From an optimization exercise on the open Yosys and OpenROAD flow, aimed at small area, a short achievable clock period and few clock cycles per item; shortcuts taken in it are not production practice.
RTL that was checked went through simulation tests only; none was proved equivalent to the original.
Power is estimated from default activity; no workload was simulated.

== main ==
Design div_top, start of the top module:
module div_top (
  input  wire                         CLK,
  input  wire                         RST_N,
  input  wire  [div_pkg::DATA_W-1:0]  req_a,
  input  wire  [div_pkg::DATA_W-1:0]  req_b,
  input  wire  [1:0]                  req_op,
  input  wire                         req_valid,
  output logic                        req_ready,
  output logic [div_pkg::DATA_W-1:0]  res,
  output logic                        res_valid,
  input  wire                         res_ready
);
make LEC_CHECK=0 CAP_MARGIN=20 CORE_MARGIN=2 CORE_UTILIZATION=40 SLEW_MARGIN=20 finish   # period 5.5 ns
run.sh (not shown) runs the stock make flow with config.mk's settings and CLKGATE_MAP_FILE= SYNTH_SCRIPT=/design/flow/synth_recipe.tcl, a recipe that flattens the netlist after the stock synthesis.
The inputs of the feature branch differ from those of main as listed below.
- SETUP_SLACK_MARGIN newly set to 2.6
- ABC_CLOCK_PERIOD_IN_PS newly set to 2500
### Flow results
- Taking main as the reference, in the feature branch static leakage higher; worst setup slack after layout went up by 0.075 ns; final hold slack did not really move.
- The feature branch vs main: global-route usage up in the feature branch
No run of this note included a check of the RTL's function; only the layout flow was run.

========
div_top, a different RTL version from the one above (not shown whole).
Size: ~2800 cells after synthesis, about 100 I/O pins, about 0.021 mm^2 of cells after synthesis.
clock: 5.5 ns
lec_check: 0
abc_area: 1
cap_margin: 20
core_margin: 2
core_utilization: 65
setup_slack_margin: 1.0
slew_margin: 20
The first run finished with timing, DRC and antenna clean.
Testbench counts at the start, summed over its fixed seeds: cycles 51,178, items 16,000.
Rerun with:
--- a/flow/config.mk
+++ b/flow/config.mk
@@ -12 +12 @@
-export SETUP_SLACK_MARGIN = 1.0
+export SETUP_SLACK_MARGIN = 1.5
Critical path depth rises by 2.
Final cell count hardly moves.
Core utilization rises by 0.67 points.
Die area stays the same.
Rerun with:
--- a/flow/config.mk
+++ b/flow/config.mk
@@ -12 +12 @@
-export SETUP_SLACK_MARGIN = 1.5
+export SETUP_SLACK_MARGIN = 2.0
Outcome:
- final area rises by a few percent
- clock power shrinks by a little under a tenth
- global-route usage rose by 0.59 points

========
try-amber:
Another version of the RTL of div_top (not shown whole).
For scale: about 280 flip-flops, roughly 0.021 mm^2 of cells after synthesis.
make LEC_CHECK=0 CAP_MARGIN=20 CORE_MARGIN=2 CORE_UTILIZATION=40 SLEW_MARGIN=20 finish   # period 5.5 ns
try-amber completed every stage of the flow, and the final layout passed the timing, design-rule and antenna checks.
Testbench counts of try-amber, summed over its fixed seeds: cycles 51,178, items 16,000.
The following lists how try-garnet was set up differently from try-amber:
- SETUP_SLACK_MARGIN: unset -> 2.0
- SYNTH_HIERARCHICAL: unset -> 1
### Flow results
Compared with try-amber, in try-garnet fmax rose 5.0%; clock power fell about 2%; data-path buffer share of cell area in the final layout rose 3.4 points.
try-amber vs try-garnet, worst-path cell with the longest stage delay: sky130_fd_sc_hd__a21oi_1 vs sky130_fd_sc_hd__fa_1

========
Setup of trial 9:
Another version of the RTL of div_top (not shown whole).
Size in the first run: roughly 260 flip-flops, about 100 I/O pins, roughly 0.022 mm^2 of cells after synthesis.
// div_top
module div_top (
  input  wire                         CLK,
  input  wire                         RST_N,
  input  wire  [div_pkg::DATA_W-1:0]  req_a,
  input  wire  [div_pkg::DATA_W-1:0]  req_b,
  input  wire  [1:0]                  req_op,
  input  wire                         req_valid,
  output logic                        req_ready,
  output logic [div_pkg::DATA_W-1:0]  res,
  output logic                        res_valid,
  input  wire                         res_ready
);
==> flow/config.mk <==
export PLATFORM = sky130hd
export DESIGN_NAME = div_top
export DESIGN_NICKNAME = div_top
export VERILOG_FILES = /design/flow/design.v
export SDC_FILE = /design/flow/constraint.sdc
export NUM_CORES = 4
export LEC_CHECK = 0
export ABC_AREA = 1
export CAP_MARGIN = 20
export CORE_MARGIN = 2
export CORE_UTILIZATION = 65
export SETUP_SLACK_MARGIN = 2.5
export SLEW_MARGIN = 20
==> flow/constraint.sdc <==
create_clock -name core_clock -period 5.5 [get_ports {CLK}]
set_input_delay 1.1000 -clock core_clock [delete_from_list [all_inputs] [get_ports {CLK}]]
set_output_delay 1.1000 -clock core_clock [all_outputs]
set_load 0.01 [all_outputs]
Testbench counts of trial 9, summed over its fixed seeds: cycles 51,178, items 16,000.
Edits applied to the flow inputs when going from trial 9 to build 22:
Settings: SETUP_SLACK_MARGIN now 2.0, was 2.5.
==> notes.md <==
Build 22: done, clean on timing, DRC and antenna
Of trial 9 and build 22, the higher violation count after the first detailed-route iteration belongs to trial 9.
Build 22 vs trial 9, final core utilization went down by 9.9 points.
The initial antenna violation count of build 22 falls short of that of trial 9 by 1.
Higher post-synthesis to final-layout area growth among trial 9 and build 22: trial 9
Delta (build 22 minus trial 9): portion of netlist area occupied by mux cells has remained practically unchanged; finished layout cell area moved down.
Compared with trial 9, build 22 shows a count of cell instances traversed by the critical path that is 1 higher.
Of trial 9 and build 22, build 22 shows the higher last weighted congestion value of the routability-driven placer, with trial 9 below it.
Compared with trial 9, the detailed router inserted fewer vias in build 22.
Sum of routed wire length over all layers, trial 9 and build 22: larger value in trial 9

========
div_top, a different RTL version from the one above (not shown whole).
Size: ~2800 cells after synthesis, about 260 flip-flops, roughly 100 I/O pins, ~0.022 sq mm of cells after synthesis.
clock: 5.5 ns
lec_check: 0
abc_area: 1
cap_margin: 20
core_margin: 2
core_utilization: 65
setup_slack_margin: 2.0
slew_margin: 20
The baseline produced a clean layout.
Testbench counts at the start, summed over its fixed seeds: cycles 51,178, items 16,000.
Change:
Settings changed: CORE_UTILIZATION 65 to 40.
Effect: Global-route usage shrinks by 13 points. Final area grows by 2.1%. Clock power grows by about 6%. Die area grows by 61%. Worst setup slack gets better by 0.032 ns. Register-to-register slack gets better by 0.03 ns. Total power grows by 1.2%.
Change:
Settings changed: CORE_UTILIZATION 40 to 65, SETUP_SLACK_MARGIN 2.0 to 2.2.
After rerunning: The changed run ran to the end with violations: max-capacitance violations, max-slew violations. Non-clock buffer count went up by 83. Synthesized cell count does not change. Clock-buffer cell count went down by 2.

========
== run a ==
Another version of the RTL of div_top (not shown whole).
Size in the first run: about 2200 cells after synthesis, ~100 I/O pins.
clock: 5.5 ns
lec_check: 0
cap_margin: 20
core_margin: 2
core_utilization: 40
slew_margin: 20
Setup changes, run a to run b
- SETUP_SLACK_MARGIN: unset -> 1.0
Notes after the runs:
- Delta(leakage power of the design, run b - run a) > 0
- Changes observed in run b relative to run a: post-layout net count now larger, power density over cell area now smaller.
- Taking run a as the reference, in run b detailed-route wire length saw an increase; setup slack saw an increase.
- Diff run b and run a: routing usage on met1 higher in run b
- On clock power, run b and run a are neck and neck.
- Between run b and run a, clock share of power is higher for run a, run b comes in under that.
- Commonest non-fill, non-tap cell in the layout = sky130_fd_sc_hd__a21oi_1: run a; commonest non-fill, non-tap cell in the layout = sky130_fd_sc_hd__nor2_1: run b
- Diff run a -> run b: final standard cell area without fillers climbed 9.8%, total vias in the final route climbed 686.
No functional check of the RTL was part of any run of this note.

[port drivers added, routing unchanged]
No port has a modelled driver above. Below, the same layouts with a new extraction and two added sets of constraints. Step 1: set_driving_cell puts a clkbuf_16 on CLK and a buf_2 on each other input, an assumption about the parent block. Step 2 times the ports against the registers' clock, not the clock port: input delays grow and output delays shrink by t, the midpoint of the rising clock arrivals with the driver on. Three values: no drivers, after step 1, after step 2; two values: the first two.
run | t, ns | setup slack, ns | worst setup path after step 2 | latest minus earliest clock arrival (ns) | worst register clock-pin slew, ns
main | 0.600 | 0.118 / 0.118 / 0.118 | register to register | 0.028 / 0.028 | 0.07 / 0.07
the feature branch | 0.595 | 0.192 / 0.192 / 0.192 | register to register | 0.039 / 0.039 | 0.07 / 0.07
the first run of note 2 | 0.613 | 1.236 / 1.267 / 0.654 | input to register | 0.018 / 0.018 | 0.07 / 0.07
the second run of note 2 | 0.613 | 1.631 / 1.618 / 1.074 | input to register | 0.021 / 0.021 | 0.07 / 0.07
the third run of note 2 | 0.617 | 1.881 / 1.911 / 1.293 | input to register | 0.009 / 0.009 | 0.06 / 0.06
try-amber | 0.598 | 0.385 / 0.385 / 0.067 | input to register | 0.026 / 0.026 | 0.06 / 0.06
try-garnet | 0.605 | 0.630 / 0.630 / 0.630 | register to register | 0.032 / 0.032 | 0.07 / 0.07
trial 9 | 0.659 | 1.825 / 1.825 / 1.697 | input to register | 0.020 / 0.021 | 0.08 / 0.08
build 22 | 0.617 | 2.037 / 2.037 / 1.572 | input to register | 0.025 / 0.025 | 0.07 / 0.07
the first run of note 5 | 0.614 | 2.048 / 2.048 / 1.678 | input to register | 0.034 / 0.034 | 0.07 / 0.07
the second run of note 5 | 0.639 | 2.079 / 2.079 / 1.696 | input to register | 0.041 / 0.040 | 0.06 / 0.06
the third run of note 5 | 0.631 | 1.706 / 1.706 / 1.684 | input to register | 0.018 / 0.018 | 0.07 / 0.07
run a | 0.521 | 0.209 / 0.209 / 0.209 | register to register | 0.012 / 0.012 | 0.08 / 0.08
run b | 0.527 | 0.661 / 0.661 / 0.661 | register to register | 0.020 / 0.020 | 0.09 / 0.09
The setup slack of the third run of note 2, which loses most, moves by +0.030 ns with the drivers and by -0.588 ns with both steps.
